Source: an optimization exercise on an open RTL-to-GDS flow (aim: small area, a short achievable clock period and few clock cycles). Production flows keep margins and buffers that such runs may drop. In this exercise RTL edits were held to simulation tests only and were not proved equivalent to the original.

`config.mk`:
```
export PLATFORM = sky130hd
export DESIGN_NAME = dlog_search
export DESIGN_NICKNAME = dlog_search
export VERILOG_FILES = /design/flow/design.v
export SDC_FILE = /design/flow/constraint.sdc
export NUM_CORES = 4
export LEC_CHECK = 0
export CAP_MARGIN = 20
export CORE_MARGIN = 2
export CORE_UTILIZATION = 40
export SLEW_MARGIN = 20
```
`constraint.sdc`:
```
create_clock -name core_clock -period 125.0 [get_ports {clk}]
set_input_delay 25.0000 -clock core_clock [delete_from_list [all_inputs] [get_ports {clk}]]
set_output_delay 25.0000 -clock core_clock [all_outputs]
set_load 0.01 [all_outputs]
```
`design.v`:
```
module dlog_search #(
  parameter int unsigned len = 16
) (
  input  logic           clk,
  input  logic           rst,
  input  logic           start,
  input  logic [len-1:0] g_in,
  input  logic [len-1:0] y_in,
  input  logic [len-1:0] r,
  input  logic [len-1:0] max_exp,
  output logic [len-1:0] x_out,
  output logic           found,
  output logic           done,
  output logic           busy
);
  localparam logic [2:0] StIdle = 3'd0;
  localparam logic [2:0] StFin  = 3'd1;
  localparam logic [2:0] StNorm = 3'd2;
  localparam logic [2:0] StDiv  = 3'd3;
  localparam logic [2:0] StIter = 3'd4;
  logic [2:0]  state_q, state_d;
  logic [15:0] x_q, x_d;
  logic        found_q, found_d;
  logic        done_d, done_q;
  logic [15:0] n_q, n_d;       
  logic [15:0] g_q, g_d;       
  logic [15:0] w_q, w_d;       
  logic [15:0] b_q, b_d;       
  logic [16:0] bn_q, bn_d;     
  logic [15:0] acc_q, acc_d;   
  logic [15:0] accv_q, accv_d; 
  logic [3:0]  s_q, s_d;       
  logic [3:0]  cnt_q, cnt_d;
  logic        first_q, first_d;
  logic        ylt_q, ylt_d;
  logic        ph_q, ph_d;
  logic        even, vmode;
  logic [15:0] abits, bop, dbits, mont;
  logic [15:0] sv [0:16];
  logic [16:0] cv [0:16];
  assign even  = (s_q != 4'd0);
  assign vmode = even & ~ph_q;
  always_comb begin
    for (int i = 0; i < 16; i++) abits[i] = vmode ? accv_q[15-i] : acc_q[i];
    bop = vmode ? g_q : b_q;
  end
  always_comb begin
    logic        a, q;
    logic [16:0] xs, ss, cc, sx;
    sv[0] = '0;
    cv[0] = '0;
    for (int i = 0; i < 16; i++) begin
      a  = abits[i];
      q  = ~vmode & (sv[i][0] ^ cv[i][0] ^ (a & bop[0]));
      xs = q ? (a ? bn_q : {1'b0, n_q}) : (a ? {1'b0, bop} : 17'd0);
      sx = {1'b0, sv[i]};
      ss = sx ^ cv[i] ^ xs;
      cc = (sx & cv[i]) | (sx & xs) | (cv[i] & xs);
      dbits[i] = ss[0];
      sv[i+1]  = ss[16:1];
      cv[i+1]  = cc;
    end
  end
  logic [17:0] tsum, tdif;
  always_comb begin
    tsum = {2'b0, sv[16]} + {1'b0, cv[16]};
    tdif = tsum - {2'b0, n_q};
    mont = tdif[17] ? tsum[15:0] : tdif[15:0];
  end
  logic [15:0] nh, wred;
  logic [16:0] wdif;
  logic [15:0] tm_next, revy;
  logic [3:0]  s_inc;
  always_comb begin
    nh    = n_q >> 1;
    wdif  = {1'b0, w_q} - {1'b0, nh};
    wred  = wdif[16] ? w_q : wdif[15:0];
    s_inc = s_q + 4'd1;
    for (int k = 0; k < 16; k++) begin
      tm_next[k] = (5'(k) + 5'(s_inc) >= 5'd16);
      revy[k]    = y_in[15-k];
    end
  end
  logic        bit1, bit2;
  logic [16:0] t1, t2, d1, d2;
  logic [15:0] b1, b2;
  always_comb begin
    bit1 = ~cnt_q[3] & g_q[15];
    bit2 = ~cnt_q[3] & g_q[14];
    t1   = {b_q, bit1};
    d1   = t1 - {1'b0, n_q};
    b1   = d1[16] ? t1[15:0] : d1[15:0];
    t2   = {b1, bit2};
    d2   = t2 - {1'b0, n_q};
    b2   = d2[16] ? t2[15:0] : d2[15:0];
  end
  logic [15:0] tm, cmpv;
  logic        match;
  always_comb begin
    for (int k = 0; k < 16; k++) tm[k] = (5'(k) + 5'(s_q) >= 5'd16);
    cmpv  = acc_q | (accv_q & tm);
    match = ylt_q & (cmpv == w_q);
  end
  always_comb begin
    state_d = state_q;
    x_d     = x_q;
    found_d = found_q;
    done_d  = 1'b0;
    n_d     = n_q;
    g_d     = g_q;
    w_d     = w_q;
    b_d     = b_q;
    bn_d    = bn_q;
    acc_d   = acc_q;
    accv_d  = accv_q;
    s_d     = s_q;
    cnt_d   = cnt_q;
    first_d = 1'b0;
    ylt_d   = first_q ? (w_q < n_q) : ylt_q;
    ph_d    = ph_q;
    case (state_q)
      StIdle: begin
        if (start) begin
          n_d     = r;
          g_d     = g_in;
          w_d     = y_in;
          b_d     = '0;
          s_d     = '0;
          cnt_d   = '0;
          ph_d    = 1'b0;
          first_d = 1'b1;
          x_d     = '0;
          found_d = (r[15:1] != '0) && (y_in == 16'd1);
          if ((r[15:1] == '0) || (y_in == 16'd1) || (max_exp == '0)) begin
            state_d = StFin;
          end else if (!r[0]) begin
            state_d = StNorm;
          end else begin
            state_d = StDiv;
          end
        end
      end
      StFin: begin
        done_d  = 1'b1;
        state_d = StIdle;
      end
      StNorm: begin
        n_d = nh;
        s_d = s_inc;
        if (n_q[1]) begin
          w_d     = wred | (revy & tm_next);
          state_d = StDiv;
        end else begin
          w_d = wred;
        end
      end
      StDiv: begin
        b_d   = b2;
        bn_d  = {1'b0, b2} + {1'b0, n_q};
        cnt_d = cnt_q + 4'd1;
        if (!cnt_q[3]) g_d = {g_q[13:0], g_q[15:14]};
        if (cnt_q == 4'd7) acc_d = b2;            
        if (cnt_q == 4'd15) begin
          for (int i = 0; i < 16; i++) accv_d[15-i] = g_q[i];   
          x_d     = 16'd1;
          ph_d    = 1'b0;
          state_d = StIter;
        end
      end
      StIter: begin
        if (vmode || !even) begin
          if (match) begin
            found_d = 1'b1;
            done_d  = 1'b1;
            state_d = StIdle;
          end else if (x_q == max_exp) begin
            found_d = 1'b0;
            done_d  = 1'b1;
            state_d = StIdle;
          end else if (even) begin
            for (int i = 0; i < 16; i++) accv_d[15-i] = dbits[i];
            ph_d = 1'b1;
          end else begin
            acc_d = mont;
            x_d   = x_q + 16'd1;
          end
        end else begin
          acc_d = mont;
          x_d   = x_q + 16'd1;
          ph_d  = 1'b0;
        end
      end
      default: state_d = StIdle;
    endcase
  end
  always_ff @(posedge clk or negedge rst) begin
    if (!rst) begin
      state_q <= StIdle;
      x_q     <= '0;
      found_q <= 1'b0;
      done_q  <= 1'b0;
    end else begin
      state_q <= state_d;
      x_q     <= x_d;
      found_q <= found_d;
      done_q  <= done_d;
    end
  end
  always_ff @(posedge clk) begin
    n_q     <= n_d;
    g_q     <= g_d;
    w_q     <= w_d;
    b_q     <= b_d;
    bn_q    <= bn_d;
    acc_q   <= acc_d;
    accv_q  <= accv_d;
    s_q     <= s_d;
    cnt_q   <= cnt_d;
    first_q <= first_d;
    ylt_q   <= ylt_d;
    ph_q    <= ph_d;
  end
  assign x_out = x_q;
  assign found = found_q;
  assign done  = done_q;
  assign busy  = (state_q != StIdle);
endmodule
```
`run.sh`:
```
#!/bin/bash
# synth_recipe.tcl (not shown) runs the flow's synth.tcl, then flattens the netlist and writes it again
# the make line also repeats each setting of config.mk as NAME=value (left out here)
make -C /OpenROAD-flow-scripts/flow DESIGN_CONFIG=/design/flow/config.mk WORK_HOME=/design/flow/orfs CLKGATE_MAP_FILE= SYNTH_SCRIPT=/design/flow/synth_recipe.tcl finish
```
==> results of run 1 <==
-- metrics by stage --
stage | setup slack [ns] | util, % | instances
6_report | 78.98 | 43.7 | 3603
3_5_place_dp | 79.72 | 42.7 | 3571
3_3_place_gp | 81.22 | 42.7 | 3571
5_1_grt | 75.81 | 43.7 | 3603
4_1_cts | 79.65 | 43.7 | 3603
2_1_floorplan | 88.48 | - | 2877
-- cell usage in the layout, fill, tap and decap left out, types with 11 or more instances in the layout --
cell type / Yosys / layout
o31ai_1: 23 / 23
ha_1: 145 / 145
a211oi_1: 26 / 26
mux2_2: 15 / 15
clkbuf_16: 0 / 17
clkdlybuf4s50_1: 0 / 85
xor2_1: 42 / 42
nand2_1: 278 / 278
dfrtp_1: 21 / 21
fa_1: 230 / 230
a21o_1: 30 / 30
a22o_1: 21 / 21
a22oi_1: 191 / 191
nor2b_1: 13 / 13
or2_2: 19 / 19
inv_1: 181 / 181
nand4_1: 11 / 11
nor4_1: 16 / 16
o22ai_1: 13 / 13
o21a_1: 16 / 16
a21oi_1: 326 / 326
buf_4: 6 / 69
a31o_2: 16 / 16
nand3_1: 53 / 53
edfxtp_1: 123 / 123
and3_1: 11 / 11
xnor2_1: 82 / 82
nand2b_1: 26 / 25
or3_1: 19 / 19
nor2_1: 343 / 342
and2_1: 18 / 17
o21ai_0: 95 / 94
a31oi_1: 29 / 29
mux2i_1: 53 / 52
nor3_1: 37 / 36
-- path summary, 6_finish.rpt --
check                                     start                  to  slack, ns  cells after the start
max                        s_q[1]$_SDFFCE_PN0P_  acc_q[7]$_DFFE_PP_      78.98                    129
min                          first_q$_SDFF_PN0_     ylt_q$_DFFE_PP_       0.47                      0
max reg2reg                s_q[1]$_SDFFCE_PN0P_  acc_q[7]$_DFFE_PP_      78.98                    129
min reg2reg                  first_q$_SDFF_PN0_     ylt_q$_DFFE_PP_       0.47                      0
max in group asynchronous                   rst  x_q[0]$_DFFE_PN0P_      99.35                      1
min in group asynchronous                   rst  x_q[5]$_DFFE_PN0P_      25.08                      1
-- registers in the layout (all words and copies together), names as in the netlist, 3 cells and up --
signal	cells
x_q	16
g_q	16
n_q	16
w_q	16
acc_q	16
cnt_q	4
b_q	16
bn_q	17
s_q	4
accv_q	16
state_q	3
-- routing by layer --
metal,routed length (um),track usage [%],share of wire (%),vias up
met4,5800,15.9,6.3,2
met2,39600,46.2,43,1461
met5,13,0,0.014,-
met1,36500,40.1,39,10900
met3,10800,7.48,12,325
li1,-,-,-,10000
-- final cells by class --
type | instances | area share, %
Sequential cell | 145 | 16.5
Clock inverter | 14 | 0.566
Timing Repair Buffer | 154 | 5.34
Multi-Input combinational cell | 2318 | 69.4
Clock buffer | 18 | 1.67
Inverter | 181 | 2.65
Tap cell | 773 | 3.77
-- worst max-delay path, delay by kind of cell, from the launching register on --
family          cells  cell delay (ns)
buf+inv            18             2.19
simple gates       35            20.04
fa+ha+maj          33            14.24
xor+xnor           16             2.72
flops               1             0.51
compound gates     25             5.40
mux                 2             0.52
-- cells by family after synthesis --
| kind of cell | Yosys count |
|---|---|
| xor+xnor | 127 |
| compound gates | 874 |
| simple gates | 874 |
| fa+ha+maj | 375 |
| buf+inv | 414 |
| mux | 68 |
| flops | 145 |
==> flow_summary_export.csv, run 1 <==
group,metric,value,unit
timing,finalMaxSlewViolations,0,
logic_synthesis,synth_mux_area_share,2.96,%
critical_path,path_class,"reg2reg",
timing,rsz0062_at_grt,"no",
cts,cts_root_buf,"clkbuf_16",
logic_synthesis,yosys.area_share.simple,16.4,%
timing,timing.final.crit_share,36.8,%
worst_hold_path,min_path_type,"reg2reg",
finish,final_layout_size_suffix_gt1_share,6.18,%
critical_path,cp_slowest_stage_delay,0.89,ns
logic_synthesis,netlist_top_cells_area,"fa_1 (19%), edfxtp_1 (16%), ha_1 (7.7%), a21oi_1 (6.9%), a22oi_1 (6.1%)",
logic_synthesis,postSynthCellCount,2877,
logic_synthesis,yosysMostFrequentCell,"nor2_1",
finish,final_cell_area,25600,um^2
route,vias,22700,
logic_synthesis,synthAdderAreaFrac,27.2,%
floorplanning,die_area,61000,um^2
finish,syn_to_final_growth,8.45,%
logic_synthesis,yosys.area.top_type,"fa_1",
route,viasPerCell,6.30,
floorplanning,core,58700,um^2
cts,clkSinkCount,145,
route,firstDrtPassIters,7,
global_route,overflow,0,
finish,diodes,0,
run,maxCapViolations,0,
logic_synthesis,synth_xor_xnor_area_share,4.85,%
cts,numCtsBuffers,17,
global_route,grt_max_degree,53,
cts,path_clk_slew,0.07,ns
cts,postCtsSetupRepairBufs,0,
finish,ff_latch_area,4240,um^2
logic_synthesis,synth_compound_area_share,23.9,%
finish,fillers,5701,
timing,skew,0.0169,ns
critical_path,slowest_stage,"nor2_1",
floorplanning,num_io_pins,86,
logic_synthesis,synth_area,23600,um^2
logic_synthesis,synth_edf_count,123,
timing,worst_pin_slew,1.11,ns
route,routed_wl,92700,um
global_route,grt_pass1_wl,139000,um
logic_synthesis,syn_area_per_cell,8.21,um^2
critical_path,crit_path_frequent_cell,"ha_1",
logic_synthesis,netlist-cell-type-count,83,
timing,tns,0,ns
floorplanning,die_x,247,um
cts,clk-insertion-delay-late,0.44,ns
placed_design,routabilityCongestion,1.01,
floorplanning,die_y,247,um
critical_path,arrival,46.20,ns
route,post_drt_wl_per_cell,25.7,um
critical_path,startpoint_type,"flip-flop",
cts,cts-resized-gates,0,
timing,hold_ws,0.470,ns
logic_synthesis,syn-num-nets,3319,
critical_path,cp-end-kind,"flip-flop",
timing,finalSetupViolations,0,
timing,period_needed,46.02,ns
logic_synthesis,yosys_warnings,3,
critical_path,required,125.18,ns
placed_design,port_buffers,85,
logic_synthesis,synth.top_cell.area_share,19.5,%
cts,clk_path_buf_depth,2,
global_route,grtUsageTotal,30.5,%
logic_synthesis,synth_top_family_by_area,"adder cells",
cts,cts_tree,"done",
critical_path,cp_max_fo,32,
route,drtIter0Drc,2920,
route,drc,0,
logic_synthesis,synthArstFlopShare,14.5,%
run_status,status,"timing/DRC/antenna clean",
timing,finalHoldViolations,0,
floorplanning,rows,89,
logic_synthesis,yosys_most_used_dff,"edfxtp_1",
logic_synthesis,seq_area_frac_synth,17.9,%
global_route,first_global_vias,22000,
logic_synthesis,synth-seq-cells,145,
placed_design,placed_area,25100,um^2
timing,slew-limit-headroom,25.7,%
floorplanning,initial_core_util,40.3,%
route,ant_nets,0,
cts,htree_levels,4,
finish,multi_input_area,17800,um^2
finish,finalNetCount,3259,
global_route,antenna_found_initial,1,
timing,max_freq,0.0217,GHz
logic_synthesis,synth_common_cells,"nor2_1 (343), a21oi_1 (326), nand2_1 (278)",
placed_design,dpl.hpwl,68600,um
cts,ctsHoldBuffers,0,
Testbench counts, summed over its fixed seeds: cycles 77,616.
==> run 2, diff against run 1 <==
--- a/design.v
+++ b/design.v
@@ -35,4 +35,6 @@
   logic        ylt_q, ylt_d;
-  logic        ph_q, ph_d;
-  logic        even, vmode;
+  logic        ph_q, ph_d;     
+  logic        vm_q, vm_d;     
+  logic [15:0] lim_q, lim_d;   
+  logic        even;
   logic [15:0] abits, bop, dbits, mont;
@@ -40,7 +42,7 @@
   logic [16:0] cv [0:16];
-  assign even  = (s_q != 4'd0);
-  assign vmode = even & ~ph_q;
-  always_comb begin
-    for (int i = 0; i < 16; i++) abits[i] = vmode ? accv_q[15-i] : acc_q[i];
-    bop = vmode ? g_q : b_q;
+  logic [16:0] qv;
+  assign even = (s_q != 4'd0);
+  always_comb begin
+    for (int i = 0; i < 16; i++) abits[i] = vm_q ? accv_q[15-i] : acc_q[i];
+    bop = vm_q ? g_q : b_q;
   end
@@ -48,9 +50,13 @@
     logic        a, q;
-    logic [16:0] xs, ss, cc, sx;
+    logic [16:0] xs, ys, zs, ss, cc, sx;
+    logic        ss1_1, ss1_0, cc0_1, cc0_0, f1, f0, abn;
     sv[0] = '0;
     cv[0] = '0;
+    qv[0] = ~vm_q & abits[0] & bop[0];
     for (int i = 0; i < 16; i++) begin
       a  = abits[i];
-      q  = ~vmode & (sv[i][0] ^ cv[i][0] ^ (a & bop[0]));
-      xs = q ? (a ? bn_q : {1'b0, n_q}) : (a ? {1'b0, bop} : 17'd0);
+      q  = qv[i];
+      ys = a ? bn_q : {1'b0, n_q};
+      zs = a ? {1'b0, bop} : 17'd0;
+      xs = q ? ys : zs;
       sx = {1'b0, sv[i]};
@@ -61,2 +67,10 @@
       cv[i+1]  = cc;
+      abn   = (i < 15) ? (abits[(i+1)%16] & bop[0]) : 1'b0;
+      ss1_1 = sx[1] ^ cv[i][1] ^ ys[1];
+      ss1_0 = sx[1] ^ cv[i][1] ^ zs[1];
+      cc0_1 = (sx[0] & cv[i][0]) | (sx[0] & ys[0]) | (cv[i][0] & ys[0]);
+      cc0_0 = (sx[0] & cv[i][0]) | (sx[0] & zs[0]) | (cv[i][0] & zs[0]);
+      f1 = ss1_1 ^ cc0_1 ^ abn;
+      f0 = ss1_0 ^ cc0_0 ^ abn;
+      qv[i+1] = ~vm_q & (q ? f1 : f0);
     end
@@ -102,2 +116,9 @@
     match = ylt_q & (cmpv == w_q);
+  end
+  logic fin_now, gskip;
+  logic [15:0] xn;
+  always_comb begin
+    fin_now = (n_q[15:1] == '0) || (w_q == 16'd1) || (lim_q == '0);
+    gskip   = (g_q < n_q);
+    xn      = (state_q == StDiv) ? 16'd1 : x_q + 16'd1;
   end
@@ -120,22 +141,18 @@
     ph_d    = ph_q;
+    vm_d    = vm_q;
+    lim_d   = lim_q;
     case (state_q)
       StIdle: begin
+        n_d     = r;
+        g_d     = g_in;
+        w_d     = y_in;
+        lim_d   = max_exp;
+        b_d     = '0;
+        s_d     = '0;
+        cnt_d   = '0;
+        ph_d    = 1'b0;
+        vm_d    = 1'b0;
+        first_d = 1'b1;
         if (start) begin
-          n_d     = r;
-          g_d     = g_in;
-          w_d     = y_in;
-          b_d     = '0;
-          s_d     = '0;
-          cnt_d   = '0;
-          ph_d    = 1'b0;
-          first_d = 1'b1;
-          x_d     = '0;
-          found_d = (r[15:1] != '0) && (y_in == 16'd1);
-          if ((r[15:1] == '0) || (y_in == 16'd1) || (max_exp == '0)) begin
-            state_d = StFin;
-          end else if (!r[0]) begin
-            state_d = StNorm;
-          end else begin
-            state_d = StDiv;
-          end
+          state_d = r[0] ? StDiv : StNorm;
         end
@@ -157,7 +174,13 @@
       StDiv: begin
-        b_d   = b2;
-        bn_d  = {1'b0, b2} + {1'b0, n_q};
         cnt_d = cnt_q + 4'd1;
-        if (!cnt_q[3]) g_d = {g_q[13:0], g_q[15:14]};
-        if (cnt_q == 4'd7) acc_d = b2;            
+        if ((cnt_q == 4'd0) && gskip) begin
+          b_d   = g_q;
+          acc_d = g_q;
+          cnt_d = 4'd8;
+        end else begin
+          b_d  = b2;
+          if (!cnt_q[3]) g_d = {g_q[13:0], g_q[15:14]};
+          if (cnt_q == 4'd7) acc_d = b2;            
+        end
+        bn_d = {1'b0, b2} + {1'b0, n_q};
         if (cnt_q == 4'd15) begin
@@ -166,2 +189,3 @@
           ph_d    = 1'b0;
+          vm_d    = even;
           state_d = StIter;
@@ -170,3 +194,3 @@
       StIter: begin
-        if (vmode || !even) begin
+        if (vm_q || !even) begin
           if (match) begin
@@ -175,3 +199,3 @@
             state_d = StIdle;
-          end else if (x_q == max_exp) begin
+          end else if (x_q == lim_q) begin
             found_d = 1'b0;
@@ -182,10 +206,12 @@
             ph_d = 1'b1;
+            vm_d = 1'b0;
           end else begin
-            acc_d = mont;
-            x_d   = x_q + 16'd1;
+            acc_d  = mont;
+            x_d    = xn;
           end
         end else begin
-          acc_d = mont;
-          x_d   = x_q + 16'd1;
-          ph_d  = 1'b0;
+          acc_d  = mont;
+          x_d    = xn;
+          ph_d   = 1'b0;
+          vm_d   = 1'b1;
         end
@@ -194,2 +220,7 @@
     endcase
+    if (first_q && (state_q != StIdle) && fin_now) begin
+      found_d = (n_q[15:1] != '0) && (w_q == 16'd1);
+      x_d     = '0;
+      state_d = StFin;
+    end
   end
@@ -221,2 +252,4 @@
     ph_q    <= ph_d;
+    vm_q    <= vm_d;
+    lim_q   <= lim_d;
   end
--- a/config.mk
+++ b/config.mk
@@ -7,2 +7,3 @@
 export LEC_CHECK = 0
+export ABC_AREA = 1
 export CAP_MARGIN = 20
==> run 2 against run 1 <==
  * Cell count grew 14%
  * Critical endpoint is now busy
  * Critical path depth shrank 123
  * Area after synthesis grew 6.2%
==> flow_summary_export.csv, run 2 <==
group,metric,value,unit
run_status,status,"timing/DRC/antenna clean",
finish,final_common_cell,"nand2_1",
critical_path,cp_cell_sequence,"nor2_4, inv_1, nor2_1, buf_4, inv_1, clkdlybuf4s50_1",
logic_synthesis,netlist-cell-type-count,54,
placed_design,routabilityCongestion,0.895,
critical_path,cp-end-kind,"output port",
logic_synthesis,synth.top_cell.area_share,18.3,%
finish,syn_to_final_growth,8.64,%
route,route.met3.wl,6040,um
critical_path,crit_path_frequent_cell,"inv_1",
timing,timing.final.crit_share,21.8,%
floorplanning,num_io_pins,86,
logic_synthesis,syn-num-nets,3758,
route,vias,23000,
finish,largest_reg_flops,17,
critical_path,slowest_stage,"clkdlybuf4s50_1",
timing,rsz0062_at_grt,"no",
cts,ctsHoldBuffers,0,
global_route,antenna_found_initial,3,
critical_path,required,100.00,ns
placed_design,port_buffers,85,
logic_synthesis,yosys_most_used_dff,"edfxtp_1",
timing,finalSetupViolations,0,
cts,postCtsSetupRepairBufs,0,
logic_synthesis,yosysMostFrequentCell,"nand2_1",
critical_path,cp_max_fo,19,
cts,cts-resized-gates,0,
finish,fillers,6284,
critical_path,crit_family,"buffers and inverters",
timing,skew,0.0248,ns
floorplanning,die_y,254,um
finish,final_layout_size_suffix_gt1_share,4.57,%
worst_hold_path,min_path_type,"reg2reg",
route,top_layer,"met4",
critical_path,crit_buf_inv,4,
route,firstDrtPassIters,6,
route,ant_nets,0,
cts,numCtsBuffers,17,
finish,layoutNonFillerInstCount,4098,
critical_path,arrival,2.21,ns
route,wl_met1,38100,um
logic_synthesis,synthArstFlopShare,13.0,%
route,routed_wl,84300,um
cts,clk_path_buf_depth,2,
finish,fin_util,44.1,%
floorplanning,initial_core_util,40.6,%
route,viasPerCell,5.62,
route,post_drt_wl_per_cell,20.6,um
timing,worst_pin_slew,1.00,ns
finish,top_register,"bn_q",
timing,worst_slack,97.79,ns
cts,htree_levels,4,
route,route.met2.wl,37700,um
global_route,grt_max_degree,56,
finish,finalNetCount,3718,
critical_path,path_class,"reg2out",
floorplanning,die_x,254,um
logic_synthesis,yosys.area.top_type,"fa_1",
logic_synthesis,synth_area,25100,um^2
global_route,grtUsageTotal,26.6,%
placed_design,dp_cells,4066,
placed_design,dpl.hpwl,65100,um
logic_synthesis,postSynthCellCount,3288,
timing,slew-limit-headroom,33.1,%
global_route,first_global_vias,22200,
run,maxCapViolations,0,
cts,clk-insertion-delay-late,0.45,ns
cts,path_clk_slew,0.08,ns
timing,max_freq,0.0367,GHz
logic_synthesis,syn_area_per_cell,7.63,um^2
global_route,grt_pass1_wl,132000,um
logic_synthesis,synth_edf_count,139,
logic_synthesis,yosys_warnings,3,
global_route,overflow,0,
cts,cts_root_buf,"clkbuf_16",
timing,finalMaxSlewViolations,0,
critical_path,cp_slowest_stage_delay,0.53,ns
timing,finalHoldViolations,0,
cts,cts_tree,"done",
floorplanning,rows,91,
cts,clkSinkCount,161,
route,drtIter0Drc,2334,
placed_design,dp_slack,98.27,ns
logic_synthesis,seq_area_frac_synth,18.8,%
finish,layout_common_cells,"nand2_1 (474), inv_1 (443), o21ai_0 (303), nor2_1 (294), fa_1 (229)",
floorplanning,die_area,64700,um^2
logic_synthesis,synth-seq-cells,161,
route,drc,0,
timing,tns,0,ns
critical_path,startpoint_type,"flip-flop",
floorplanning,core,61800,um^2
finish,diodes,0,
timing,period_needed,27.21,ns
logic_synthesis,synth_common_cells,"nand2_1 (474), inv_1 (443), o21ai_0 (304)",
logic_synthesis,netlist_top_cells_area,"fa_1 (18%), edfxtp_1 (17%), ha_1 (8.7%), nand2_1 (7.1%), inv_1 (6.6%)",
[run 2: changes by cell type in the layout (fill, tap and decap cells not counted), moves of 144 or more]
cell / before / now
a211oi_1: 26 / 170
o21ai_0: 94 / 303
a22oi_1: 191 / 1
inv_1: 181 / 443
a31oi_1: 29 / 178
nand2_1: 278 / 474
a21oi_1: 326 / 132
[run 2: area by class of cell]
class                      instances  area, um^2  area share [%]
clock inverter                    15         203           0.744
multi-input combinational       2472       17900            65.6
timing repair buffer             140        1260            4.62
inverter                         456        1710            6.28
clock buffer                      17         425            1.56
sequential                       161        4720            17.3
tap                              837        1050            3.84
[run 2: through the flow]
| stage | hold slack [ns] | instance area, um^2 |
|---|---|---|
| after floorplan | 0.434 | 25100 |
| final | 0.524 | 27300 |
| after global routing | 0.529 | 27300 |
| after detailed placement | 0.479 | 26600 |
| after CTS | 0.510 | 27300 |
| after global placement | 0.468 | 26600 |
[run 2: path summary, 6_finish.rpt]
path / from / to / slack [ns] / cells after the start
worst max-delay path: state_q[2]$_DFFE_PN0P_ / busy / 97.79 / 6
worst min-delay path: first_q$_DFF_P_ / ylt_q$_DFFE_PP_ / 0.52 / 0
worst max register to register: vm_q$_SDFFCE_PN0P_ / acc_q[11]$_DFFE_PP_ / 98.80 / 114
worst min register to register: first_q$_DFF_P_ / ylt_q$_DFFE_PP_ / 0.52 / 0
max in group asynchronous: rst / x_q[8]$_DFFE_PN0P_ / 100.13 / 1
min in group asynchronous: rst / x_q[11]$_DFFE_PN0P_ / 24.52 / 1
[run 2: cells by family (layout without fill, tap and decap cells)]
group	count (synthesis)	in the layout	share of synthesized area (%)
AOI/OAI and AO/OA	905	905	21.7
DFF	161	161	18.8
buffers and inverters	655	628	10.0
xor gates and xnor gates	157	157	5.48
and+or+nand+nor	1007	1007	17.1
adders and majority gates	403	403	26.9
[run 2: layer usage]
layer | up-vias | track usage [%]
li1 | 11100 | -
met1 | 10900 | 38.3
met2 | 916 | 42.2
met3 | 93 | 2.75
met4 | 0 | 8.00
met5 | - | 0
Testbench counts of run 2, summed over its fixed seeds: cycles 75,910.
==> run 3, diff against run 2 <==
--- a/config.mk
+++ b/config.mk
@@ -10,3 +10,3 @@
 export CORE_MARGIN = 2
-export CORE_UTILIZATION = 40
+export CORE_UTILIZATION = 65
 export SLEW_MARGIN = 20
==> run 3 against run 2 <==
  * Die area is 38% lower
  * Sequential cell count unchanged
  * Clock skew fell by 0.0076 ns
  * Non-clock buffer count down 5
  * Sequential share of layout area grew 0.27 points
  * Routed wire length down 1.5%
  * Critical endpoint unchanged
  * Largest cell class unchanged
  * Highest routed layer is now met5
==> flow_summary_export.csv, run 3 <==
group,metric,value,unit
route,viasPerCell,6.46,
critical_path,required,100.00,ns
run_status,status,"timing/DRC/antenna clean",
timing,slew-limit-headroom,33.5,%
cts,path_clk_slew,0.07,ns
placed_design,routabilityCongestion,0.988,
floorplanning,die_x,200,um
placed_design,placed_area,26200,um^2
finish,largest_reg_flops,17,
route,vias,24400,
logic_synthesis,synth-seq-cells,161,
timing,max_freq,0.0360,GHz
placed_design,dpl.hpwl,63700,um
logic_synthesis,yosys_most_used_dff,"edfxtp_1",
finish,syn_to_final_growth,6.98,%
cts,cts_root_buf,"clkbuf_16",
critical_path,cp-end-kind,"output port",
worst_hold_path,min_path_cells,0,
critical_path,reg2reg_from,"vm_q$_SDFFCE_PN0P_",
run,maxCapViolations,0,
critical_path,startpoint_type,"flip-flop",
timing,finalSetupViolations,0,
timing,tns,0,ns
cts,clk_path_buf_depth,2,
route,wl_met1,32000,um
timing,finalHoldViolations,0,
critical_path,path_class,"reg2out",
finish,fin_util,70.9,%
worst_hold_path,min_path_type,"reg2reg",
timing,worst_pin_slew,0.995,ns
logic_synthesis,netlist_top_cells_area,"fa_1 (18%), edfxtp_1 (17%), ha_1 (8.7%), nand2_1 (7.1%), inv_1 (6.6%)",
finish,final_common_cell,"nand2_1",
critical_path,startpoint,"state_q[2]$_DFFE_PN0P_",
critical_path,arrival,2.78,ns
critical_path,rr_endpoint,"acc_q[11]$_DFFE_PP_",
cts,htree_levels,4,
logic_synthesis,syn_area_per_cell,7.63,um^2
cts,numCtsBuffers,17,
timing,skew,0.0172,ns
finish,layout_common_cells,"nand2_1 (474), inv_1 (443), o21ai_0 (303), nor2_1 (294), fa_1 (229)",
route,route.met2.wl,35200,um
critical_path,reg2reg_slack,98.08,ns
logic_synthesis,synth_area,25100,um^2
global_route,grt_pass1_wl,131000,um
route,firstDrtPassIters,8,
worst_hold_path,min_from,"first_q$_DFF_P_",
timing,period_needed,27.78,ns
critical_path,reg2reg_depth,113,
global_route,first_global_vias,23400,
floorplanning,die_area,40200,um^2
worst_hold_path,whs_endpoint,"ylt_q$_DFFE_PP_",
floorplanning,die_y,200,um
finish,final_cell_area,26800,um^2
cts,postCtsSetupRepairBufs,0,
logic_synthesis,synth_edf_count,139,
route,routed_wl,83100,um
route,route.met3.wl,11000,um
logic_synthesis,netlist-cell-type-count,54,
timing,timing.final.crit_share,22.2,%
logic_synthesis,synth.top_cell.area_share,18.3,%
finish,finalNetCount,3713,
floorplanning,initial_core_util,66.3,%
global_route,grt_max_degree,56,
logic_synthesis,syn-num-nets,3758,
global_route,grtUsageTotal,41.7,%
finish,final_layout_size_suffix_gt1_share,4.42,%
logic_synthesis,synth_common_cells,"nand2_1 (474), inv_1 (443), o21ai_0 (304)",
floorplanning,num_io_pins,86,
placed_design,port_buffers,85,
logic_synthesis,seq_area_frac_synth,18.8,%
finish,top_register,"bn_q",
critical_path,cp_max_fo,19,
logic_synthesis,yosysMostFrequentCell,"nand2_1",
timing,finalMaxSlewViolations,0,
floorplanning,rows,71,
logic_synthesis,yosys_warnings,3,
cts,clkSinkCount,161,
cts,cts-resized-gates,0,
floorplanning,core,37800,um^2
cts,clk-insertion-delay-late,0.46,ns
route,top_layer,"met5",
route,drc,0,
logic_synthesis,synthArstFlopShare,13.0,%
timing,rsz0062_at_grt,"no",
route,ant_nets,0,
route,drtIter0Drc,3053,
logic_synthesis,postSynthCellCount,3288,
cts,cts_tree,"done",
global_route,overflow,0,
cts,ctsHoldBuffers,0,
route,post_drt_wl_per_cell,22.0,um
global_route,antenna_found_initial,1,
logic_synthesis,yosys.area.top_type,"fa_1",
==> run 3: worst max-delay path: stages (launching register included) <==
cell	delay, ns
dfrtp_1	0.47
nor2_4	0.50
inv_1	0.19
nor2_1	0.13
buf_4	0.27
inv_1	0.22
clkdlybuf4s50_1	0.53
==> run 3: area by class of cell <==
type                    count  area, um^2
clock inverters            14         184
inverters                 456        1710
repair buffers            135        1240
clock buffers              18         450
well taps                 511         639
flip-flops and latches    161        4720
diodes                      1        2.50
multi-input cells        2472       17900
fillers                  3145       11000
==> run 3: how the worst max path moves through the flow <==
stage | endpoint | slack, ns | depth (start not counted)
6_report | busy | 97.22 | 6
5_1_grt | acc_q[11]$_DFFE_PP_ | 96.50 | 113
4_1_cts | busy | 96.69 | 6
3_5_place_dp | busy | 97.21 | 6
3_3_place_gp | busy | 97.27 | 6
2_1_floorplan | busy | 96.63 | 4
==> run 3: metrics by stage <==
stage | hold slack, ns | instances | setup slack [ns]
3_3_place_gp | 0.503 | 3734 | 97.27
2_1_floorplan | 0.434 | 3288 | 96.63
6_report | 0.525 | 3768 | 97.22
4_1_cts | 0.522 | 3766 | 96.69
3_5_place_dp | 0.502 | 3734 | 97.21
5_1_grt | 0.535 | 3767 | 96.50
==> run 3: metal layers <==
layer | up-vias | global-route usage, %
li1 | 11100 | -
met1 | 11300 | 57.8
met2 | 1685 | 61.8
met3 | 261 | 8.91
met4 | 2 | 21.3
met5 | - | 0
==> run 3: kinds of logic after synthesis <==
family	count (synthesis)	share of synthesized area (%)
buf+inv	655	10.0
fa+ha+maj	403	26.9
flops	161	18.8
xor+xnor	157	5.48
simple gates	1007	17.1
compound gates	905	21.7

==> what the ideal ports hide <==
In the flow no input, the clock included, has a driving cell. The finished layouts below were timed again as built, in two steps. Step 1 (the two cells are an assumption about what drives the block):
set clk [get_ports {clk}]
set_driving_cell -lib_cell sky130_fd_sc_hd__clkbuf_16 $clk
set_driving_cell -lib_cell sky130_fd_sc_hd__buf_2 [delete_from_list [all_inputs] $clk]
Step 2 moves the port delays by t, midway between the first and last clock arrival at a register: inputs arrive t later, outputs are due t later. That takes back most of the time a late clock gives input paths. a / b / c = ideal / step 1 / step 2; a / b = the first two.
run	shift t [ns]	slack for setup (ns)	worst setup path after step 2	pins driven straight from the clock port
run 1	0.485	78.983 / 78.983 / 78.983	register to register	1
run 2	0.494	97.789 / 97.736 / 98.230	register to output	1
run 3	0.511	97.223 / 97.166 / 97.677	register to output	1
After both steps setup and hold are still met in every run listed.
